Context: an optimization exercise on an open-source flow, tuned for small area. The choices shown serve that exercise and are no tape-out recipe.
The RTL was checked by simulation tests, not by an equivalence proof against the original design.
Power and IR drop assume default switching activity.

Design decodeUnit, start of the top module:
module decodeUnit (
	input	logic						clk,
	input	logic						arstN,
	input	logic						instValid,
	input	logic [32-1:0]		instr,
	input	logic						wbEn,
	input	logic [5-1:0]		wbAddr,
	input	logic [32-1:0]			wbData,
	output	logic						issueValid,
	output	logic [32-1:0]			operandA,
	output	logic [32-1:0]			operandB,
	output	logic [5-1:0]		writeAddr,
	output	logic						writeEn,
	output	logic [1:0]					exu,
	output	logic [3:0]					aluOp,
	output	logic [2:0]					fpuOp,
	output	logic						mduOp,
	output	logic [2:0]					branchOp,
	output	logic [5-1:0]		shiftAmt,
	output	logic [26-1:0]		offset,
	output	logic						memValid,
	output	logic						memWrite,
	output	logic						memToReg,
	output	logic						flagEn,
	output	logic						branchCmd,
	output	logic						jumpCmd,
	output	logic						callCmd,
	output	logic						retCmd,
	output	logic						loadCmd,
	output	logic						storeCmd,
	output	logic						aluCmd,
	output	logic						cacheFlush,
	output	logic						halt,
	output	logic						npuCfg,
	output	logic						npuEnq,
	output	logic						npuDeq
);
For scale: about 3300 cells after synthesis, ~1000 flip-flops, roughly 200 I/O pins, about 40000 um2 of cells after synthesis.
Settings: LEC_CHECK=0, CAP_MARGIN=20, CORE_MARGIN=2, CORE_UTILIZATION=50, CTS_BUF_LIST=sky130_fd_sc_hd__clkbuf_16, CTS_CLUSTER_DIAMETER=100, CTS_CLUSTER_SIZE=20, SLEW_MARGIN=20, SYNTH_HIERARCHICAL=1, SYNTH_MINIMUM_KEEP_SIZE=0; clock period 6.0 ns.
run.sh (not shown) runs the stock make flow with config.mk's settings and CLKGATE_MAP_FILE= SYNTH_SCRIPT=/design/flow/synth_recipe.tcl, a recipe that flattens the netlist after the stock synthesis.
Edit:
==> flow/flow/run.sh (new file) <==
#!/bin/bash
# Standard layout with smaller port buffers and no CTS dummy loads.
# ORFS logs stay under orfs/logs; make's own output goes to standard.log.
set -euo pipefail
export BUFFER_PORTS_ARGS="-buffer_cell sky130_fd_sc_hd__buf_1"
export CTS_ARGS="-sink_clustering_enable -repair_clock_nets -dont_use_dummy_load -buf_list sky130_fd_sc_hd__clkbuf_16 -sink_clustering_size 23 -sink_clustering_max_diameter 120"
bash standard.sh > standard.log 2>&1
==> flow/standard.sh (new file) <==
#!/bin/bash
# synth_recipe.tcl (not shown) runs the flow's synth.tcl, then flattens the netlist and writes it again
# the make line also repeats each setting of config.mk as NAME=value (left out here)
make -C /OpenROAD-flow-scripts/flow DESIGN_CONFIG=/design/flow/config.mk WORK_HOME=/design/flow/orfs CLKGATE_MAP_FILE= SYNTH_SCRIPT=/design/flow/synth_recipe.tcl "${@:-finish}"
CAP_MARGIN = 5   (was 20)
CTS_CLUSTER_DIAMETER = 120   (was 100)
CTS_CLUSTER_SIZE = 23   (was 20)
SLEW_MARGIN = 5   (was 20)
removed: flow/run.sh
The new run finished but fails on capacitance limit, slew limit; core utilization is lower by 2.7 points; non-clock buffer count is lower by 54; sequential share of layout area rose by 2.2 points; setup slack gets better by 0.32 ns; register-to-register slack improved by 0.02 ns; power came out lower by about 3%; sequential cell count is unchanged; design area shrinks by about 4.7%; via count is about the same.
Edit:
==> flow/run.sh (new file) <==
#!/bin/bash
# synth_recipe.tcl (not shown) runs the flow's synth.tcl, then flattens the netlist and writes it again
# the make line also repeats each setting of config.mk as NAME=value (left out here)
make -C /OpenROAD-flow-scripts/flow DESIGN_CONFIG=/design/flow/config.mk WORK_HOME=/design/flow/orfs CLKGATE_MAP_FILE= SYNTH_SCRIPT=/design/flow/synth_recipe.tcl finish
CAP_MARGIN = 20   (was 5)
CORE_UTILIZATION = 40   (was 50)
CTS_BUF_LIST = unset   (was sky130_fd_sc_hd__clkbuf_16)
CTS_CLUSTER_DIAMETER = unset   (was 120)
CTS_CLUSTER_SIZE = unset   (was 23)
SLEW_MARGIN = 20   (was 5)
removed: flow/flow/run.sh
removed: flow/standard.sh
Effect: Now the flow ran to the end with no violations; synthesized cell count is unchanged; register-to-register slack barely changes; non-clock buffer count is higher by 51; setup slack loses 0.29 ns; clock skew does not change; fmax is lower by 5.3%; hold slack improved by 0.19 ns.
Edit:
==> flow/flow/run.sh (new file) <==
#!/bin/bash
# Standard layout with smaller port buffers and no CTS dummy loads.
# ORFS logs stay under orfs/logs; make's own output goes to standard.log.
set -euo pipefail
export BUFFER_PORTS_ARGS="-buffer_cell sky130_fd_sc_hd__buf_1"
export CTS_ARGS="-sink_clustering_enable -repair_clock_nets -dont_use_dummy_load -buf_list sky130_fd_sc_hd__clkbuf_16 -sink_clustering_size 23 -sink_clustering_max_diameter 120"
bash standard.sh > standard.log 2>&1
==> flow/standard.sh (new file) <==
#!/bin/bash
# synth_recipe.tcl (not shown) runs the flow's synth.tcl, then flattens the netlist and writes it again
# the make line also repeats each setting of config.mk as NAME=value (left out here)
make -C /OpenROAD-flow-scripts/flow DESIGN_CONFIG=/design/flow/config.mk WORK_HOME=/design/flow/orfs CLKGATE_MAP_FILE= SYNTH_SCRIPT=/design/flow/synth_recipe.tcl "${@:-finish}"
CORE_UTILIZATION = 50   (was 40)
CTS_BUF_LIST = sky130_fd_sc_hd__clkbuf_16   (was unset)
CTS_CLUSTER_DIAMETER = 120   (was unset)
CTS_CLUSTER_SIZE = 23   (was unset)
removed: flow/run.sh
Effect: Clock-buffer cell count is lower by 100. Power fell by 17%. Routed wire length went up by 5.9%. Final cell count fell by 7.7%. Cell area shrinks by 6.9%. Area after synthesis stays the same. Synthesized cell count stays the same.
Edit:
==> flow/flow/run.sh (replaced) <==
#!/bin/bash
# Standard layout with smaller port buffers, no CTS dummy loads, and area recovery
# on paths with positive slack after global routing. ORFS logs stay under orfs/logs.
set -euo pipefail
export BUFFER_PORTS_ARGS="-buffer_cell sky130_fd_sc_hd__buf_1"
export CTS_ARGS="-sink_clustering_enable -repair_clock_nets -dont_use_dummy_load -buf_list sky130_fd_sc_hd__clkbuf_16 -sink_clustering_size 20 -sink_clustering_max_diameter 100"
export RECOVER_POWER=100
bash standard.sh > standard.log 2>&1
CTS_CLUSTER_DIAMETER = 100   (was 120)
CTS_CLUSTER_SIZE = 20   (was 23)
=>
- With this change the flow produced a layout that fails on capacitance limit, slew limit
- first-iteration DRC count climbs by 1.9%
- routed wire length climbs by 0.45%
- core utilization drops by 0.54 points
- critical path depth stays the same
- flip-flop and latch count is unchanged
- clock power climbs by 6.9%

-- port drivers added, routing unchanged --
No port has a modelled driver above. Below, the same layouts with a new extraction and two added sets of constraints.
Step 1 sets driving cells, clkbuf_16 on the clock port and buf_2 on the other inputs (assumed; they add their load-dependent delay and slew).
Step 2, shift: input delay + t, output delay - t, t = (earliest + latest rising clock arrival at the registers) / 2. This alone moves slack from input paths to output paths.
a / b / c = ideal ports / drivers / drivers and shift; a / b = the first two.
| run | t, ns | setup WS [ns] | worst setup path after step 2 |
|---|---|---|---|
| the first run | 0.749 | 0.435 / 0.357 / 1.106 | register to output |
| the second run | 0.722 | 0.750 / 0.676 / 1.398 | register to output |
| the third run | 0.766 | 0.456 / 0.381 / 1.147 | register to output |
| the fourth run | 0.718 | 0.740 / 0.669 / 1.387 | register to output |
| the fifth run | 0.739 | 0.162 / 0.090 / 0.177 | input to register |
